Context: an optimization exercise on an open-source flow, tuned for small area, a short achievable clock period and few clock cycles per item. The choices shown serve that exercise and are no tape-out recipe. In this exercise RTL edits were held to simulation tests only and were not proved equivalent to the original.

==> inputs of amber <==
==> flow/design.v <==
package rpnr_pkg;
  localparam int PINS      = 28;
  localparam int PIN_W     = 5;
  localparam int OP_W      = 2;
  localparam int ADDR_W    = 16;
  localparam int DATA_W    = 8;
  localparam int POLICY_W  = 2;
  localparam int CFG_IDX_W = 1;
  localparam int LEVELS_W  = 2 * PINS;
  localparam int CFG_W     = LEVELS_W;
  localparam logic [OP_W-1:0] OP_LINK   = 2'd0;
  localparam logic [OP_W-1:0] OP_BEND   = 2'd1;
  localparam logic [OP_W-1:0] OP_DRIVES = 2'd2;
  localparam logic [POLICY_W-1:0] POL_RESET = 2'd2;
  localparam logic [LEVELS_W-1:0] ALL_FLOAT = 56'hAAAAAAAAAAAAAA;
  localparam logic [CFG_IDX_W-1:0] CFG_POLICY = 1'b0;
  localparam logic [CFG_IDX_W-1:0] CFG_DRIVES = 1'b1;
endpackage
import rpnr_pkg::*;
module rom_pin_net_resolver_top
(
  input  logic                 clk,
  input  logic                 rst,
  input  logic                 start,
  output logic                 busy,
  input  logic [OP_W-1:0]      op,
  input  logic [PIN_W-1:0]     pin_a,
  input  logic [PIN_W-1:0]     pin_b,
  input  logic                 connected,
  input  logic [ADDR_W-1:0]    address,
  input  logic [DATA_W-1:0]    data,
  output logic                 done,
  output logic                 accepted,
  output logic [DATA_W-1:0]    bent_byte,
  output logic [LEVELS_W-1:0]  pin_levels,
  input  logic                 cfg_valid,
  output logic                 cfg_ready,
  input  logic [CFG_IDX_W-1:0] cfg_index,
  input  logic [CFG_W-1:0]     cfg_data
);
  localparam int NT = PINS * (PINS - 1) / 2;
  localparam logic [PINS*6-1:0] PIN_SRC = {
    6'd33, 6'd15, 6'd13, 6'd8, 6'd9, 6'd11, 6'd32,
    6'd10, 6'd32, 6'd23, 6'd22, 6'd21, 6'd20, 6'd19,
    6'd32, 6'd18, 6'd17, 6'd16, 6'd0, 6'd1, 6'd2,
    6'd3, 6'd4, 6'd5, 6'd6, 6'd7, 6'd12, 6'd14
  };
  localparam logic [DATA_W*5-1:0] DATA_PIN =
    {5'd18, 5'd17, 5'd16, 5'd15, 5'd14, 5'd12, 5'd11, 5'd10};
  logic [NT-1:0]       adj_q;
  logic [NT-1:0]       cls_q;
  logic [PINS-1:0]     adj_m [PINS];
  logic [PINS-1:0]     cls_m [PINS];
  logic [POLICY_W-1:0] policy;
  logic [PINS-1:0]     force_hi;
  logic [PINS-1:0]     force_lo;
  logic                search;
  logic                cutting;
  logic [PINS-1:0]     reach;
  logic [PIN_W-1:0]    pin_b_r;
  logic                start_beat;
  logic                pair_ok;
  logic                is_link;
  logic                is_read;
  logic                is_res;
  logic                link_ok;
  logic                join_ok;
  logic                cut_ok;
  logic [PINS-1:0]     oh_a;
  logic [PINS-1:0]     oh_b;
  logic [PINS-1:0]     oh_b_r;
  logic [PINS-1:0]     src_hi;
  logic [PINS-1:0]     src_lo;
  logic [PINS-1:0]     lv_hi;
  logic [PINS-1:0]     lv_lo;
  logic [PINS-1:0]     x_hi;
  logic [PINS-1:0]     x_lo;
  logic [PINS-1:0]     net_hi;
  logic [PINS-1:0]     net_lo;
  logic [PINS-1:0]     x_adj;
  logic [PINS-1:0]     nbr;
  logic [PINS-1:0]     reach_next;
  logic                present;
  logic                hit_b;
  logic                grown;
  logic                search_end;
  logic                split;
  logic [PINS-1:0]     e_ab;
  logic [PINS-1:0]     cls_clr;
  logic [PINS-1:0]     cls_set;
  logic [LEVELS_W-1:0] new_levels;
  logic [DATA_W-1:0]   bent_new;
  assign busy       = search || cutting;
  assign cfg_ready  = 1'b1;
  assign start_beat = start && !busy;
  assign is_link    = (op == OP_LINK);
  assign is_read    = (op == OP_BEND);
  assign is_res     = (op == OP_DRIVES);
  assign pair_ok    = (pin_a < PIN_W'(PINS)) && (pin_b < PIN_W'(PINS)) && (pin_a != pin_b);
  assign link_ok    = start_beat && is_link && pair_ok;
  assign join_ok    = link_ok && connected;
  assign cut_ok     = link_ok && !connected && present;
  for (genvar i = 0; i < PINS; i++) begin : g_row
    assign oh_a[i]   = (pin_a == PIN_W'(i));
    assign oh_b[i]   = (pin_b == PIN_W'(i));
    assign oh_b_r[i] = (pin_b_r == PIN_W'(i));
    for (genvar j = 0; j < PINS; j++) begin : g_col
      if (i == j) begin : g_diag
        assign adj_m[i][j] = 1'b0;
        assign cls_m[i][j] = 1'b1;
      end else begin : g_off
        localparam int LO = (i < j) ? i : j;
        localparam int HI = (i < j) ? j : i;
        localparam int T  = LO * PINS - LO * (LO + 1) / 2 + (HI - LO - 1);
        assign adj_m[i][j] = adj_q[T];
        assign cls_m[i][j] = cls_q[T];
      end
    end
  end
  for (genvar i = 0; i < PINS; i++) begin : g_src
    localparam int S = int'(PIN_SRC[6*i +: 6]);
    if (S < 16) begin : g_addr
      assign src_hi[i] = address[S];
      assign src_lo[i] = !address[S];
    end else if (S < 32) begin : g_data
      assign src_hi[i] = data[S-16];
      assign src_lo[i] = !data[S-16];
    end else if (S == 32) begin : g_low
      assign src_hi[i] = 1'b0;
      assign src_lo[i] = 1'b1;
    end else begin : g_high
      assign src_hi[i] = 1'b1;
      assign src_lo[i] = 1'b0;
    end
    assign lv_hi[i] = force_hi[i] || (!force_lo[i] && is_read && src_hi[i]);
    assign lv_lo[i] = force_lo[i] || (!force_hi[i] && is_read && src_lo[i]);
  end
  assign x_hi  = is_link ? (oh_a | oh_b) : lv_hi;
  assign x_lo  = search ? reach : (is_link ? oh_a : lv_lo);
  assign x_adj = x_lo;
  for (genvar i = 0; i < PINS; i++) begin : g_mv
    assign net_hi[i] = |(cls_m[i] & x_hi);
    assign net_lo[i] = |(cls_m[i] & x_lo);
    assign nbr[i]    = |(adj_m[i] & x_adj);
  end
  assign present    = |(nbr & oh_b);
  assign reach_next = reach | nbr;
  assign hit_b      = |(reach_next & oh_b_r);
  assign grown      = (reach_next != reach);
  assign search_end = search && (hit_b || !grown);
  assign split      = search && !hit_b && !grown;
  assign e_ab    = link_ok ? (oh_a | oh_b) : '0;
  assign cls_clr = rst ? '1 : (cutting ? reach : '0);
  assign cls_set = rst ? '0 : (cutting ? reach : (join_ok ? net_hi : '0));
  for (genvar i = 0; i < PINS; i++) begin : g_ui
    for (genvar j = i + 1; j < PINS; j++) begin : g_uj
      localparam int T = i * PINS - i * (i + 1) / 2 + (j - i - 1);
      always_ff @(posedge clk) begin
        if (rst) begin
          adj_q[T] <= 1'b0;
        end else if (e_ab[i] && e_ab[j]) begin
          adj_q[T] <= connected;
        end
        cls_q[T] <= (cls_q[T] && !cls_clr[i] && !cls_clr[j]) || (cls_set[i] && cls_set[j]);
      end
    end
  end
  always_ff @(posedge clk) begin
    if (start_beat) begin
      reach   <= oh_a | (nbr & ~oh_b);
      pin_b_r <= pin_b;
    end else begin
      reach   <= reach_next;
    end
  end
  always_ff @(posedge clk) begin
    if (rst) begin
      search  <= 1'b0;
      cutting <= 1'b0;
      done    <= 1'b0;
    end else begin
      search  <= cut_ok || (search && !search_end);
      cutting <= split;
      done    <= (start_beat && !cut_ok) || (search && hit_b) || cutting;
    end
  end
  always_ff @(posedge clk) begin
    if (rst) begin
      policy   <= POL_RESET;
      force_hi <= '0;
      force_lo <= '0;
    end else if (cfg_valid) begin
      if (cfg_index == CFG_POLICY) begin
        policy <= cfg_data[POLICY_W-1:0];
      end else begin
        for (int i = 0; i < PINS; i++) begin
          force_hi[i] <= (cfg_data[2*i +: 2] == 2'd1);
          force_lo[i] <= (cfg_data[2*i +: 2] == 2'd0);
        end
      end
    end
  end
  always_comb begin
    for (int i = 0; i < PINS; i++) begin
      new_levels[2*i]   = net_hi[i] && (!net_lo[i] || policy == 2'd0);
      new_levels[2*i+1] = (!net_hi[i] && !net_lo[i]) || (net_hi[i] && net_lo[i] && policy[1]);
    end
    for (int k = 0; k < DATA_W; k++) begin
      bent_new[k] = new_levels[2*int'(DATA_PIN[5*k +: 5])+1] ? data[k] :
                    new_levels[2*int'(DATA_PIN[5*k +: 5])];
    end
  end
  always_ff @(posedge clk) begin
    if (start_beat) begin
      accepted  <= is_link ? pair_ok : (is_read || is_res);
      bent_byte <= is_read ? bent_new : data;
    end
  end
  always_ff @(posedge clk) begin
    if (rst) begin
      pin_levels <= ALL_FLOAT;
    end else if (start_beat && (is_read || is_res)) begin
      pin_levels <= new_levels;
    end
  end
endmodule
==> flow/run.sh <==
#!/bin/bash
# synth_recipe.tcl (not shown) runs the flow's synth.tcl, then flattens the netlist and writes it again
# the make line also repeats each setting of config.mk as NAME=value (left out here)
make -C /OpenROAD-flow-scripts/flow DESIGN_CONFIG=/design/flow/config.mk WORK_HOME=/design/flow/orfs CLKGATE_MAP_FILE= SYNTH_SCRIPT=/design/flow/synth_recipe.tcl finish
==> flow/config.mk <==
export PLATFORM = sky130hd
export DESIGN_NAME = rom_pin_net_resolver_top
export DESIGN_NICKNAME = rom_pin_net_resolver_top
export VERILOG_FILES = /design/flow/design.v
export SDC_FILE = /design/flow/constraint.sdc
export NUM_CORES = 4
export LEC_CHECK = 0
export CAP_MARGIN = 20
export CORE_MARGIN = 2
export CORE_UTILIZATION = 27
export PLACE_DENSITY = 0.32
export SETUP_SLACK_MARGIN = 3.0
export SLEW_MARGIN = 20
==> flow/constraint.sdc <==
create_clock -name core_clock -period 6.0 [get_ports {clk}]
set_input_delay 1.2000 -clock core_clock [delete_from_list [all_inputs] [get_ports {clk}]]
set_output_delay 1.2000 -clock core_clock [all_outputs]
set_load 0.01 [all_outputs]
==> zinc: changes against amber <==
==> flow/design.v (replaced) <==
package rpnr_pkg;
  localparam int PINS      = 28;
  localparam int PIN_W     = 5;
  localparam int OP_W      = 2;
  localparam int ADDR_W    = 16;
  localparam int DATA_W    = 8;
  localparam int POLICY_W  = 2;
  localparam int CFG_IDX_W = 1;
  localparam int LEVELS_W  = 2 * PINS;
  localparam int CFG_W     = LEVELS_W;
  localparam logic [OP_W-1:0] OP_LINK   = 2'd0;
  localparam logic [OP_W-1:0] OP_BEND   = 2'd1;
  localparam logic [OP_W-1:0] OP_DRIVES = 2'd2;
  localparam logic [POLICY_W-1:0] POL_RESET = 2'd2;
  localparam logic [LEVELS_W-1:0] ALL_FLOAT = 56'hAAAAAAAAAAAAAA;
  localparam logic [CFG_IDX_W-1:0] CFG_POLICY = 1'b0;
  localparam logic [CFG_IDX_W-1:0] CFG_DRIVES = 1'b1;
endpackage
import rpnr_pkg::*;
module rom_pin_net_resolver_top
(
  input  logic                 clk,
  input  logic                 rst,
  input  logic                 start,
  output logic                 busy,
  input  logic [OP_W-1:0]      op,
  input  logic [PIN_W-1:0]     pin_a,
  input  logic [PIN_W-1:0]     pin_b,
  input  logic                 connected,
  input  logic [ADDR_W-1:0]    address,
  input  logic [DATA_W-1:0]    data,
  output logic                 done,
  output logic                 accepted,
  output logic [DATA_W-1:0]    bent_byte,
  output logic [LEVELS_W-1:0]  pin_levels,
  input  logic                 cfg_valid,
  output logic                 cfg_ready,
  input  logic [CFG_IDX_W-1:0] cfg_index,
  input  logic [CFG_W-1:0]     cfg_data
);
  localparam int NT = PINS * (PINS - 1) / 2;
  localparam logic [PINS*6-1:0] PIN_SRC = {
    6'd33, 6'd15, 6'd13, 6'd8, 6'd9, 6'd11, 6'd32,
    6'd10, 6'd32, 6'd23, 6'd22, 6'd21, 6'd20, 6'd19,
    6'd32, 6'd18, 6'd17, 6'd16, 6'd0, 6'd1, 6'd2,
    6'd3, 6'd4, 6'd5, 6'd6, 6'd7, 6'd12, 6'd14
  };
  localparam logic [DATA_W*5-1:0] DATA_PIN =
    {5'd18, 5'd17, 5'd16, 5'd15, 5'd14, 5'd12, 5'd11, 5'd10};
  logic [NT-1:0]       adj_q;
  logic [PINS-1:0]     adj_m [PINS];
  logic [POLICY_W-1:0] policy;
  logic [PINS-1:0]     force_hi;
  logic [PINS-1:0]     force_lo;
  logic                spread;
  logic [PINS-1:0]     net_hi;
  logic [PINS-1:0]     net_lo;
  logic [DATA_W-1:0]   data_r;
  logic                bend_r;
  logic                start_beat;
  logic                pair_ok;
  logic                is_link;
  logic                is_read;
  logic                is_res;
  logic                link_ok;
  logic [PINS-1:0]     oh_a;
  logic [PINS-1:0]     oh_b;
  logic [PINS-1:0]     wr_sel;
  logic                wr_val;
  logic [PINS-1:0]     src_hi;
  logic [PINS-1:0]     src_lo;
  logic [PINS-1:0]     lv_hi;
  logic [PINS-1:0]     lv_lo;
  logic [PINS-1:0]     x_hi;
  logic [PINS-1:0]     x_lo;
  logic [PINS-1:0]     lvl_hi;
  logic [PINS-1:0]     lvl_lo;
  logic                settled;
  logic [LEVELS_W-1:0] new_levels;
  logic [DATA_W-1:0]   bent_new;
  assign busy       = spread;
  assign cfg_ready  = 1'b1;
  assign start_beat = start && !spread;
  assign is_link    = (op == OP_LINK);
  assign is_read    = (op == OP_BEND);
  assign is_res     = (op == OP_DRIVES);
  assign pair_ok    = (pin_a < PIN_W'(PINS)) && (pin_b < PIN_W'(PINS)) && (pin_a != pin_b);
  assign link_ok    = start_beat && is_link && pair_ok;
  for (genvar i = 0; i < PINS; i++) begin : g_row
    assign oh_a[i] = (pin_a == PIN_W'(i));
    assign oh_b[i] = (pin_b == PIN_W'(i));
    for (genvar j = 0; j < PINS; j++) begin : g_col
      if (i == j) begin : g_diag
        assign adj_m[i][j] = 1'b0;
      end else begin : g_off
        localparam int LO = (i < j) ? i : j;
        localparam int HI = (i < j) ? j : i;
        localparam int T  = LO * PINS - LO * (LO + 1) / 2 + (HI - LO - 1);
        assign adj_m[i][j] = adj_q[T];
      end
    end
  end
  for (genvar i = 0; i < PINS; i++) begin : g_src
    localparam int S = int'(PIN_SRC[6*i +: 6]);
    if (S < 16) begin : g_addr
      assign src_hi[i] = address[S];
      assign src_lo[i] = !address[S];
    end else if (S < 32) begin : g_data
      assign src_hi[i] = data[S-16];
      assign src_lo[i] = !data[S-16];
    end else if (S == 32) begin : g_low
      assign src_hi[i] = 1'b0;
      assign src_lo[i] = 1'b1;
    end else begin : g_high
      assign src_hi[i] = 1'b1;
      assign src_lo[i] = 1'b0;
    end
    assign lv_hi[i] = force_hi[i] || (!force_lo[i] && is_read && src_hi[i]);
    assign lv_lo[i] = force_lo[i] || (!force_hi[i] && is_read && src_lo[i]);
  end
  assign x_hi = spread ? net_hi : lv_hi;
  assign x_lo = spread ? net_lo : lv_lo;
  for (genvar i = 0; i < PINS; i++) begin : g_sp
    assign lvl_hi[i] = x_hi[i] || |(adj_m[i] & x_hi);
    assign lvl_lo[i] = x_lo[i] || |(adj_m[i] & x_lo);
  end
  assign settled = (lvl_hi == x_hi) && (lvl_lo == x_lo);
  always_comb begin
    for (int i = 0; i < PINS; i++) begin
      new_levels[2*i]   = lvl_hi[i] && (!lvl_lo[i] || policy == 2'd0);
      new_levels[2*i+1] = (!lvl_hi[i] && !lvl_lo[i]) || (lvl_hi[i] && lvl_lo[i] && policy[1]);
    end
  end
  assign wr_sel = rst ? '1 : (link_ok ? (oh_a | oh_b) : '0);
  assign wr_val = connected && !rst;
  for (genvar i = 0; i < PINS; i++) begin : g_ui
    for (genvar j = i + 1; j < PINS; j++) begin : g_uj
      localparam int T = i * PINS - i * (i + 1) / 2 + (j - i - 1);
      always_ff @(posedge clk) begin
        if (wr_sel[i] && wr_sel[j]) begin
          adj_q[T] <= wr_val;
        end
      end
    end
  end
  always_ff @(posedge clk) begin
    net_hi <= lvl_hi;
    net_lo <= lvl_lo;
  end
  always_ff @(posedge clk) begin
    if (rst) begin
      spread <= 1'b0;
      done   <= 1'b0;
    end else begin
      spread <= (start_beat && (is_read || is_res)) || (spread && !settled);
      done   <= (start_beat && !(is_read || is_res)) || (spread && settled);
    end
  end
  always_ff @(posedge clk) begin
    if (rst || (cfg_valid && cfg_index == CFG_POLICY)) begin
      policy <= rst ? POL_RESET : cfg_data[POLICY_W-1:0];
    end
  end
  always_ff @(posedge clk) begin
    if (rst || (cfg_valid && cfg_index == CFG_DRIVES)) begin
      for (int i = 0; i < PINS; i++) begin
        force_hi[i] <= !rst && (cfg_data[2*i +: 2] == 2'd1);
        force_lo[i] <= !rst && (cfg_data[2*i +: 2] == 2'd0);
      end
    end
  end
  always_ff @(posedge clk) begin
    if (start_beat) begin
      accepted <= is_link ? pair_ok : (is_read || is_res);
      data_r   <= data;
      bend_r   <= is_read;
    end
  end
  always_ff @(posedge clk) begin
    if (rst || spread) begin
      pin_levels <= rst ? ALL_FLOAT : new_levels;
    end
  end
  for (genvar k = 0; k < DATA_W; k++) begin : g_bend
    localparam int P = int'(DATA_PIN[5*k +: 5]);
    assign bent_new[k] = (bend_r && !new_levels[2*P+1]) ? new_levels[2*P] : data_r[k];
  end
  always_ff @(posedge clk) begin
    if (start_beat) begin
      bent_byte <= data;
    end else if (spread) begin
      bent_byte <= bent_new;
    end
  end
endmodule
- CORE_UTILIZATION: 27 -> 40
- PLACE_DENSITY: 0.32 -> 0.48
- SETUP_SLACK_MARGIN: 3.0 -> 3.2
==> juniper: changes against amber <==
--- a/flow/design.v
+++ b/flow/design.v
@@ -75,5 +75,4 @@
   logic [PINS-1:0]     lv_lo;
   logic [PINS-1:0]     x_hi;
-  logic [PINS-1:0]     x_lo;
   logic [PINS-1:0]     net_hi;
   logic [PINS-1:0]     net_lo;
@@ -137,9 +136,8 @@
   end
   assign x_hi  = is_link ? (oh_a | oh_b) : lv_hi;
-  assign x_lo  = search ? reach : (is_link ? oh_a : lv_lo);
-  assign x_adj = x_lo;
+  assign x_adj = search ? reach : oh_a;
   for (genvar i = 0; i < PINS; i++) begin : g_mv
     assign net_hi[i] = |(cls_m[i] & x_hi);
-    assign net_lo[i] = |(cls_m[i] & x_lo);
+    assign net_lo[i] = |(cls_m[i] & lv_lo);
     assign nbr[i]    = |(adj_m[i] & x_adj);
   end
- CORE_UTILIZATION: 27 -> 25
- PLACE_DENSITY: 0.32 -> 0.3
- SETUP_SLACK_MARGIN: 3.0 -> 2.0
==> impl_metrics.env <==
export IMPL_status="aborted with a tool error"
export IMPL_stop_stage="global routing (5_1_grt)"
export IMPL_error_line="[ERROR GRT-0232] Routing congestion too high. Check the congestion heatmap in the GUI."
export IMPL_cts_setup_buffers=86
export IMPL_gp_congestion=1.43
export IMPL_hpwl_um=240000
export IMPL_synth_seq_cells=568
export IMPL_synth_warning_count=2
Source of the figures above: zinc

==> impl_metrics.env <==
export IMPL_use_met1=0.697
export IMPL_gp_congestion=1.16
export IMPL_cts_setup_buffers=160
export IMPL_worst_slew_pin_slew_ps=1400
export IMPL_synth_warning_count=3
export IMPL_status="timing/DRC/antenna clean"
Source of the figures above: juniper

==> impl_metrics.env <==
export IMPL_stop_stage="global routing (5_1_grt)"
export IMPL_synth_warning_count=3
export IMPL_error_line="[ERROR GRT-0116] Global routing finished with congestion. Check the congestion regions in the DRC Viewer."
export IMPL_synth_seq_cells=915
export IMPL_gp_congestion=1.20
export IMPL_cts_setup_buffers=327
export IMPL_hpwl_um=515000
export IMPL_hold_buffers=0
export IMPL_status="aborted with a tool error"
Source of the figures above: amber

Testbench counts of amber, summed over its fixed seeds: cycles 6,771, items 5,558.
Testbench counts of zinc, summed over its fixed seeds: cycles 12,287, items 5,558.
Testbench counts of juniper, summed over its fixed seeds: cycles 6,771, items 5,558.

==> static timing again, ports no longer ideal <==
Ports are ideal in the flow. The routed layout listed here was re-timed in OpenROAD. Step 1: set_driving_cell puts a clkbuf_16 on clk and a buf_2 on each other input, an assumption about the parent block. Step 2 adds t to the input delays and takes it off the output delays; t is the mean of the earliest and latest rising clock arrival at the registers after step 1. Input paths then give back, and output paths get back, about the clock's delay inside the block. Slacks: ideal / step 1 / step 2; pairs: ideal / step 1.
run: juniper
t, ns: 0.934
setup slack, ns: 1.608 / 1.591 / 0.657
worst register clock-pin slew, ns: 0.08 / 0.08
After both steps juniper still meets setup and hold. The setup slack of juniper moves by -0.017 ns with the drivers and by -0.951 ns with both steps.
